This is an optimization exercise on Yosys and OpenROAD, whose aim is small area and a short achievable clock period, not a production implementation.
RTL that was checked went through simulation tests only; none was proved equivalent to the original.
Power figures rest on the tool's default switching activity, not on a simulated workload.

==> 05-28: inputs <==
==> flow/design.v (excerpt) <==
module echo_train_gen #(
  parameter int N_ECHO  = 5,
  parameter int DW      = 10,
  parameter int CNT_W   = 16,
  parameter int PERIOD  = 200,
  parameter int NOISE_W = 4
) (
  input  logic                          clk,
  input  logic                          reset,
  input  logic                          start,
  input  logic                          stop,
  input  logic                          mode,
  input  logic                          noise_en,
  input  logic [8*(N_ECHO+1)-1:0]       amp_i,
  input  logic [CNT_W*(N_ECHO+1)-1:0]   delay_i,
  output logic [DW-1:0]                 sum_o,
  output logic [7:0]                    start_o,
  output logic                          busy,
  output logic                          frame_o
);
  localparam int NP = N_ECHO + 1;
  logic             run_q;
  logic             last_q;
  logic             first_q;
  logic [7:0]       cnt_q;
  logic [15:0]      lfsr_q;
  logic [DW-1:0]    sum_q;
  logic [7:0]       st_q;
  logic             frame_q;
  logic [7:0]       amp_q [NP];
  logic [8:0]       pos_q [NP];
  logic [7:0]       sb_q  [NP];
  logic [7:0]       h1_q  [NP];
  logic [7:0]       h2_q  [NP];
  logic             hc_q  [NP];
  logic [10:0]      y1_q, y2_q, y3_q;
  logic [7:0]       p0_q;
  logic go, ld;
  assign go = run_q && !stop;
  assign ld = !run_q || last_q;
  logic [7:0] sb_d [NP];
  for (genvar k = 0; k < NP; k++) begin : g_shape
    logic [8:0] u;
    logic       win;
    logic [7:0] s4;
    assign u = pos_q[k];
    assign win = (u[8:4] == 5'd0 && u[3:0] <= 4'd11) || (u[8:2] == 7'h7F);
    localparam logic [127:0] SHAPE4 = 128'h230e0502050e23477cb9ebffebb97c47;
    assign s4 = SHAPE4[8*u[3:0] +: 8];
  ...
Settings: LEC_CHECK=0, CAP_MARGIN=20, CORE_MARGIN=2, CORE_UTILIZATION=40, SETUP_SLACK_MARGIN=5, SLEW_MARGIN=20; clock period 10.5 ns.
standard.sh (not shown) runs the stock make flow with config.mk's settings and CLKGATE_MAP_FILE= SYNTH_SCRIPT=/design/flow/synth_recipe.tcl, a recipe that flattens the netlist after the stock synthesis.
==> flow/flow/run.sh <==
#!/bin/bash
set -euo pipefail
MARGIN=${MARGIN:-7.5}
sed "s/SETUP_SLACK_MARGIN=[0-9.]*/SETUP_SLACK_MARGIN=$MARGIN/" standard.sh > standard_margin.sh
bash standard_margin.sh > standard.log 2>&1
==> 05-03: changes against 05-28 <==
--- a/flow/design.v
+++ b/flow/design.v
@@ -26,11 +26,11 @@
   logic [15:0]      lfsr_q;
   logic [DW-1:0]    sum_q;
   logic [7:0]       st_q;
   logic             frame_q;
   logic [7:0]       amp_q [NP];
-  logic [8:0]       pos_q [NP];
+  logic [7:0]       pos_q [NP];
   logic [7:0]       sb_q  [NP];
   logic [7:0]       h1_q  [NP];
   logic [7:0]       h2_q  [NP];
   logic             hc_q  [NP];
   logic [10:0]      y1_q, y2_q, y3_q;
@@ -38,15 +38,15 @@
   logic go, ld;
   assign go = run_q && !stop;
   assign ld = !run_q || last_q;
   logic [7:0] sb_d [NP];
   for (genvar k = 0; k < NP; k++) begin : g_shape
-    logic [8:0] u;
+    logic [7:0] u;
     logic       win;
     logic [7:0] s4;
     assign u = pos_q[k];
-    assign win = (u[8:4] == 5'd0 && u[3:0] <= 4'd11) || (u[8:2] == 7'h7F);
+    assign win = (u[7:4] == 4'd0 && u[3:0] <= 4'd11) || (u[7:2] == 6'h3F);
     localparam logic [127:0] SHAPE4 = 128'h230e0502050e23477cb9ebffebb97c47;
     assign s4 = SHAPE4[8*u[3:0] +: 8];
     assign sb_d[k] = win ? s4 : 8'd0;
   end
   logic [7:0] h1_d [NP];
@@ -59,30 +59,41 @@
   etg_sum u_sum (
     .h1({h1_q[5], h1_q[4], h1_q[3], h1_q[2], h1_q[1], h1_q[0]}),
     .h2({h2_q[5], h2_q[4], h2_q[3], h2_q[2], h2_q[1], h2_q[0]}),
     .hc({hc_q[5], hc_q[4], hc_q[3], hc_q[2], hc_q[1], hc_q[0]}),
     .y1(y1_d), .y2(y2_d), .y3(y3_d));
-  logic       v0 [NP];    
+  logic       v0   [NP];
   logic       z0_q [NP];  
-  logic [2:0] v1 [NP];    
-  logic [3:0] v2 [NP];    
   for (genvar k = 0; k < NP; k++) begin : g_early
-    logic [7:0]  a;
-    logic [10:0] a5;
-    logic [11:0] a14;
-    logic        d0, d1, d2;
-    assign a   = amp_q[k];
-    assign a5  = 11'(a) + {1'b0, a, 2'b00};
-    assign a14 = {a, 4'b0000} - {3'b000, a, 1'b0};
-    logic        hi1;
-    assign hi1 = &pos_q[k][8:2];
-    assign d0  = hi1 &&  pos_q[k][1] &&  pos_q[k][0];
-    assign d1  = hi1 &&  pos_q[k][1] && !pos_q[k][0];
-    assign d2  = hi1 && !pos_q[k][1] &&  pos_q[k][0];
-    assign v0[k] = z0_q[k] && a[7];
-    assign v1[k] = d1 ? {2'b00, a[7]} : d0 ? a5[10:8] : 3'd0;
-    assign v2[k] = d2 ? {3'b000, a[7]} : d1 ? {1'b0, a5[10:8]} : d0 ? a14[11:8] : 4'd0;
+    assign v0[k] = z0_q[k] && amp_q[k][7];
+  end
+  logic [7:0] sb_in [NP];    
+  logic [1:0] h1_in [NP];    
+  logic       h2_in [NP];
+  logic       hc_in [NP];
+  logic       z0_in [NP];
+  logic [7:0] pos_in [NP];
+  always_comb begin
+    for (int k = 0; k < NP; k++) begin
+      logic [7:0]  a;
+      logic [15:0] d;
+      logic        hz, d0, d1, d2;
+      logic [8:0]  lo5;
+      a  = amp_i[8*k +: 8];
+      d  = delay_i[CNT_W*k +: CNT_W];
+      hz = d[15:2] == 14'd0;
+      d0 = hz && d[1:0] == 2'd0;
+      d1 = hz && d[1:0] == 2'd1;
+      d2 = hz && d[1:0] == 2'd2;
+      lo5 = {1'b0, a[5:0], 2'b00} + {1'b0, a};
+      z0_in[k]  = d0;
+      sb_in[k]  = d0 ? 8'd14 : d1 ? 8'd5 : d2 ? 8'd2 : 8'd0;
+      h1_in[k]  = d0 ? a[7:6] : 2'd0;
+      h2_in[k]  = d1 && a[7];
+      hc_in[k]  = d0 && lo5[8];
+      pos_in[k] = (d[15:8] != 8'd0 || d[7:0] >= 8'(PERIOD)) ? 8'd13 : ~d[7:0];
+    end
   end
   logic [2:0] x0;
   logic [4:0] x0n;
   logic s1, c1, s2, c2, s3, c3, s4, c4;
   assign s1 = v0[0] ^ v0[1] ^ v0[2];
@@ -121,38 +132,28 @@
     last_q  <= run_q && cnt_q == 8'(PERIOD - 2);
     first_q <= ld;
     for (int k = 0; k < NP; k++) begin
       if (ld) begin
         amp_q[k] <= amp_i[8*k +: 8];
-        z0_q[k]  <= delay_i[CNT_W*k +: CNT_W] == 16'd0;
-        pos_q[k] <= (delay_i[CNT_W*k+8 +: 8] != 8'd0) ? 9'h100 : {1'b1, ~delay_i[CNT_W*k +: 8]};
+        z0_q[k]  <= z0_in[k];
+        pos_q[k] <= pos_in[k];
+        sb_q[k]  <= sb_in[k];
+        h1_q[k]  <= {6'd0, h1_in[k]};
+        h2_q[k]  <= {7'd0, h2_in[k]};
+        hc_q[k]  <= hc_in[k];
       end else begin
-        pos_q[k] <= pos_q[k] + 9'd1;
-      end
-      sb_q[k] <= sb_d[k];
-    end
-    if (first_q) begin
-      y1_q <= 11'(v1[0]) + 11'(v1[1]);
-      y2_q <= 11'(v1[2]) + 11'(v1[3]);
-      y3_q <= 11'(v1[4]) + 11'(v1[5]);
-      p0_q <= {5'd0, v1[0]};
-      for (int k = 0; k < NP; k++) begin
-        h1_q[k] <= {4'd0, v2[k]};
-        h2_q[k] <= 8'd0;
-        hc_q[k] <= 1'b0;
-      end
-    end else begin
-      y1_q <= y1_d;
-      y2_q <= y2_d;
-      y3_q <= y3_d;
-      p0_q <= h1_q[0] + h2_q[0] + {7'd0, hc_q[0]};
-      for (int k = 0; k < NP; k++) begin
-        h1_q[k] <= h1_d[k];
-        h2_q[k] <= h2_d[k];
-        hc_q[k] <= hc_d[k];
+        pos_q[k] <= pos_q[k] + 8'd1;
+        sb_q[k]  <= sb_d[k];
+        h1_q[k]  <= h1_d[k];
+        h2_q[k]  <= h2_d[k];
+        hc_q[k]  <= hc_d[k];
       end
     end
+    y1_q <= y1_d;
+    y2_q <= y2_d;
+    y3_q <= y3_d;
+    p0_q <= h1_q[0] + h2_q[0] + {7'd0, hc_q[0]};
   end
   assign sum_o   = sum_q;
   assign start_o = st_q;
   assign frame_o = frame_q;
   assign busy    = run_q;
==> flow/flow/run.sh (replaced) <==
#!/bin/bash
set -euo pipefail
MARGIN=${MARGIN:-6.5}
PORTBUF=${PORTBUF:-sky130_fd_sc_hd__buf_1}
sed -e "s/SETUP_SLACK_MARGIN=[0-9.]*/SETUP_SLACK_MARGIN=$MARGIN/" \
    -e "s/\"\${@:-finish}\"/BUFFER_PORTS_ARGS='-buffer_cell $PORTBUF' \"\${@:-finish}\"/" \
    standard.sh > standard_flow.sh
bash standard_flow.sh > standard.log 2>&1
==> summary of the runs <==
In 05-03 the first-iteration DRC count is lower than in 05-28, by about 1.6%.
Between 05-28 and 05-03, the lower die area is in 05-03 (gap about 10%, measured against 05-03).
Maximum frequency: 05-28 is larger than 05-03 (about 11%).
Against 05-03, the combinational power of 05-28 is larger by 49%.
No functional check of the RTL was part of 05-28.

* * *

==> v2 <==
echo_train_gen, a different RTL version from the one above (not shown whole).
clock: 10.5 ns
lec_check: 0
cap_margin: 20
core_margin: 2
core_utilization: 50
cts_cluster_diameter: 120
cts_cluster_size: 25
place_density: 0.8
setup_slack_margin: 5
slew_margin: 20
==> flow/flow/run.sh <==
#!/bin/bash
set -euo pipefail
MARGIN=${MARGIN:-7.2}
PORTBUF=${PORTBUF:-sky130_fd_sc_hd__buf_1}
sed -e "s/SETUP_SLACK_MARGIN=[0-9.]*/SETUP_SLACK_MARGIN=$MARGIN/" \
    -e "s/\"\${@:-finish}\"/BUFFER_PORTS_ARGS='-buffer_cell $PORTBUF' \"\${@:-finish}\"/" \
    standard.sh > standard_flow.sh
RES="$PWD/orfs/results/sky130hd/echo_train_gen/base"
bash standard_flow.sh "$RES/1_2_yosys.v" > synth.log 2>&1
cp "$RES/1_2_yosys.v" "$RES/1_2_yosys_standard.v"
python3 flow/polarity.py "$RES/1_2_yosys_standard.v" "$RES/1_2_yosys.v" > polarity.log 2>&1
bash standard_flow.sh > standard.log 2>&1
==> flow/flow/polarity.py <==
#!/usr/bin/env python3
"""Rebalance signal polarity around full-adder cells in a mapped netlist.

A full adder is self-dual: with all three inputs inverted, both outputs come
out inverted. Synthesis leaves many inverters between adder cells. This pass
chooses, per full adder, whether it works on true or inverted signals so that
fewer inverters are needed, then rebuilds the inverters (one per signal whose
other polarity is needed). Every other cell, every register and every port
keeps exactly the connections' logic values it had.

usage: polarity.py IN.v OUT.v
"""
import re, sys, collections

src = open(sys.argv[1]).read()
OUT_PINS = {"X", "Y", "Q", "Q_N", "SUM", "COUT", "HI", "LO"}
inst_re = re.compile(r"^(\s*)(sky130_fd_sc_hd__\w+)\s+(\S+)\s*\((.*?)\);\n", re.S | re.M)
pin_re = re.compile(r"\.(\w+)\(([^()]*)\)")

cells = []          # [name, type, {pin: net}, span]
for m in inst_re.finditer(src):
    pins = {p: n.strip() for p, n in pin_re.findall(m.group(4))}
    cells.append([m.group(3), m.group(2), pins, m.span()])

mod = re.search(r"module\s+\w+\s*\((.*?)\);", src, re.S)
port_names = [p.strip() for p in mod.group(1).split(",")]
out_decl = re.findall(r"^\s*output\s+(\[\d+:\d+\]\s+)?(\S+);", src, re.M)
outputs = set()
for rng, name in out_decl:
    if rng:
        hi, lo = map(int, re.findall(r"\d+", rng))
        for i in range(lo, hi + 1):
            outputs.add(f"{name}[{i}]")
    else:
        outputs.add(name)

def is_const(n):
    return bool(re.fullmatch(r"1'h[01]|1'b[01]", n))

drv = {}
for c in cells:
    for p, n in c[2].items():
        if p in OUT_PINS and n:
            assert n not in drv, n
            drv[n] = (c, p)

def is_inv(c):
    return c[1].startswith("sky130_fd_sc_hd__inv_")

# removable inverters: plain inverters whose output is not a port
removable = [c for c in cells if is_inv(c) and c[2]["Y"] not in outputs]
rem_set = set(id(c) for c in removable)

lit_cache = {}
def lit(n):
    """(signal, polarity) carried by net n; inverter chains collapse."""
    if is_const(n):
        return ("CONST", int(n[-1]))
    if n in lit_cache:
        return lit_cache[n]
    d = drv.get(n)
    if d and id(d[0]) in rem_set:
        s, q = lit(d[0][2]["A"])
        r = (s, q ^ 1) if s != "CONST" else ("CONST", q ^ 1)
    else:
        r = (n, 0)
    lit_cache[n] = r
    return r

fas = [c for c in cells if c[1].startswith("sky130_fd_sc_hd__fa_")]
fa_of_sig = {}      # signal net -> fa cell (outputs)
for f in fas:
    for p in ("SUM", "COUT"):
        n = f[2].get(p)
        if n:
            fa_of_sig[n] = f
flippable = {id(f): True for f in fas}
for n in outputs:
    if n in fa_of_sig:
        flippable[id(fa_of_sig[n])] = False

# consumers: (cell, pin, original literal)
consumers = []
for c in cells:
    if id(c) in rem_set:
        continue
    for p, n in c[2].items():
        if p in OUT_PINS or not n:
            continue
        consumers.append((c, p, lit(n)))
port_cons = []
for n in outputs:
    # an output port whose net is driven by a removable inverter is not possible
    # (those are kept); otherwise the port net is its driver's net: no change
    pass

phi = {id(f): 0 for f in fas}
def avail(s):
    f = fa_of_sig.get(s)
    return phi[id(f)] if f is not None else 0

cons_by_sig = collections.defaultdict(list)
for k, (c, p, (s, q)) in enumerate(consumers):
    if s != "CONST":
        cons_by_sig[s].append(k)
fa_inputs = collections.defaultdict(list)   # fa id -> consumer indices
for k, (c, p, l) in enumerate(consumers):
    if c[1].startswith("sky130_fd_sc_hd__fa_"):
        fa_inputs[id(c)].append(k)

def need(k):
    c, p, (s, q) = consumers[k]
    if c[1].startswith("sky130_fd_sc_hd__fa_"):
        return q ^ phi[id(c)]
    return q

def sig_cost(s):
    a = avail(s)
    return int(any(need(k) != a for k in cons_by_sig[s]))

def local_sigs(f):
    ss = set()
    for p in ("SUM", "COUT"):
        if f[2].get(p):
            ss.add(f[2][p])
    for k in fa_inputs[id(f)]:
        s = consumers[k][2][0]
        if s != "CONST":
            ss.add(s)
    return ss

all_sigs = set(cons_by_sig)
before = sum(sig_cost(s) for s in all_sigs)
changed = True
passes = 0
while changed and passes < 50:
    changed = False
    passes += 1
    for f in fas:
        if not flippable[id(f)]:
            continue
        ss = local_sigs(f)
        c0 = sum(sig_cost(s) for s in ss)
        phi[id(f)] ^= 1
        c1 = sum(sig_cost(s) for s in ss)
        if c1 < c0:
            changed = True
        else:
            phi[id(f)] ^= 1
after = sum(sig_cost(s) for s in all_sigs)
sys.stderr.write(f"polarity: {len(removable)} removable inverters, "
                 f"{before} needed before, {after} after, {sum(phi.values())} adders flipped\n")

# rebuild
inv_net = {}
new_wires, new_cells = [], []
def inverted(s):
    if s not in inv_net:
        k = len(inv_net)
        y = f"_pol_n{k}_"
        inv_net[s] = y
        new_wires.append(f"  wire {y};\n")
        sp = " " if s.startswith(chr(92)) else ""
        new_cells.append(f"  sky130_fd_sc_hd__inv_1 _pol_i{k}_ (\n    .A({s}{sp}),\n    .Y({y})\n  );\n")
    return inv_net[s]

for k, (c, p, (s, q)) in enumerate(consumers):
    r = need(k)
    if s == "CONST":
        c[2][p] = f"1'h{r}"
    elif r == avail(s):
        c[2][p] = s
    else:
        c[2][p] = inverted(s)

out = []
pos = 0
end = src.rindex("endmodule")
for c in cells:
    a, b = c[3]
    out.append(src[pos:a])
    pos = b
    if id(c) in rem_set:
        continue
    indent = re.match(r"\s*", src[a:b]).group(0)
    pins = ",\n".join(f"{indent}  .{p}({n}{' ' if n.startswith(chr(92)) else ''})" for p, n in c[2].items())
    out.append(f"{indent}{c[1]} {c[0]} (\n{pins}\n{indent});\n")
tail = src[pos:end]
out.append(tail)
out.append("".join(new_wires))
out.append("".join(new_cells))
out.append(src[end:])
open(sys.argv[2], "w").write("".join(out))
==> inputs of v37, as changes to v2 <==
==> flow/flow/run.sh (replaced) <==
#!/bin/bash
set -euo pipefail
MARGIN=${MARGIN:-7.2}
PORTBUF=${PORTBUF:-sky130_fd_sc_hd__buf_1}
sed -e "s/SETUP_SLACK_MARGIN=[0-9.]*/SETUP_SLACK_MARGIN=$MARGIN/" \
    -e "s/\"\${@:-finish}\"/BUFFER_PORTS_ARGS='-buffer_cell $PORTBUF' \"\${@:-finish}\"/" \
    standard.sh > standard_flow.sh
bash standard_flow.sh > standard.log 2>&1
CTS_CLUSTER_DIAMETER = 100   (was 120)
CTS_CLUSTER_SIZE = 30   (was 25)
removed: flow/flow/polarity.py
==> inputs of v21, as changes to v2 <==
--- a/flow/flow/run.sh
+++ b/flow/flow/run.sh
@@ -1,5 +1,5 @@
 #!/bin/bash
 set -euo pipefail
-MARGIN=${MARGIN:-7.2}
+MARGIN=${MARGIN:-7.0}
 PORTBUF=${PORTBUF:-sky130_fd_sc_hd__buf_1}
 sed -e "s/SETUP_SLACK_MARGIN=[0-9.]*/SETUP_SLACK_MARGIN=$MARGIN/" \
==> qor summary <==
| item | v21 | v37 | v2 |
|---|---|---|---|
| Outcome | finished clean | finished clean | finished clean |
| Sequential standard cell area | 0.006823 mm2 | 0.006839 mm2 | 0.006847 mm2 |
| Internal power | 1741 uW | 1795 uW | 1756 uW |
| Net load switching power | 665.7 uW | 721.9 uW | 685.5 uW |
| Die X | 216.0 um | 219.2 um | 216.0 um |
| Pin count of the biggest net entering global routing | 62 | 64 | 70 |
| Min Clock Period, post-route | 3418 ps | 3378 ps | 3332 ps |
| Critical-path cell with the highest stage delay | fa_1 | fa_2 | fa_2 |
| Non-clock buffering overhead | 0.03746 | 0.04494 | 0.04159 |
| Combinational-cell power consumption | 351 uW | 385 uW | 379 uW |
| Count of routing violations after the opening detailed-route iteration | 977 | 901 | 802 |
| Hpwl dp | 37,990 um | 39,200 um | 38,330 um |
| Global placement routability congestion | 0.8876 | 0.8829 | 0.8800 |
| Overall Power | 2407 uW | 2517 uW | 2442 uW |
| End point of the critical path | h1_q[3][6] | sum_q[2] | sum_q[2] |
| Clock share of power | 0.291 | 0.310 | 0.290 |
| Clock tree buffer count of the final layout | 25 | 22 | 25 |
| Number of fillers in the final layout | 3,721 | 3,645 | 3,688 |
| Met1 WL | 20,580 um | 21,340 um | 21,050 um |
| Flip-flop and latch power | 1360 uW | 1350 uW | 1350 uW |
| Fraction of area in registers | 0.2757 | 0.2611 | 0.2703 |
| Power density cells | 97.25 mW/mm2 | 96.09 mW/mm2 | 96.40 mW/mm2 |
| Worst-case reg-to-reg path depth | 10 | 14 | 14 |
| Register-to-register setup slack | 7080 ps | 7120 ps | 7170 ps |
| Most common cell after layout, fill and taps aside | fa_1 | inv_1 | fa_1 |

-- port drivers added, routing unchanged --
How much do the figures lean on ideal ports? The routed layouts below were timed once more, with nothing changed but the port constraints. Step 1, drivers: a clkbuf_16 drives clk and a buf_2 each remaining input, both assumed. Step 2 also shifts input and output timing later by t, the mid clock arrival at the registers, as if the neighbouring blocks saw the same clock. Three values: ideal ports, drivers, drivers and shift; two values: the first two.
run | t (ns) | setup slack, ns | slew at the worst register clock pin (ns) | cell pins on the clock port's net
05-28 | 0.617 | 7.094 / 7.094 / 6.898 | 0.06 / 0.06 | 1
05-03 | 0.609 | 6.732 / 6.673 / 6.516 | 0.07 / 0.07 | 1
v2 | 0.583 | 7.168 / 7.168 / 6.763 | 0.11 / 0.11 | 1
v37 | 0.591 | 7.122 / 7.122 / 6.763 | 0.12 / 0.12 | 1
v21 | 0.575 | 7.082 / 7.082 / 6.669 | 0.11 / 0.11 | 1
After both steps every run listed still meets setup and hold. The setup slack of v21, which loses most, moves by 0.000 ns with the drivers and by -0.413 ns with both steps.
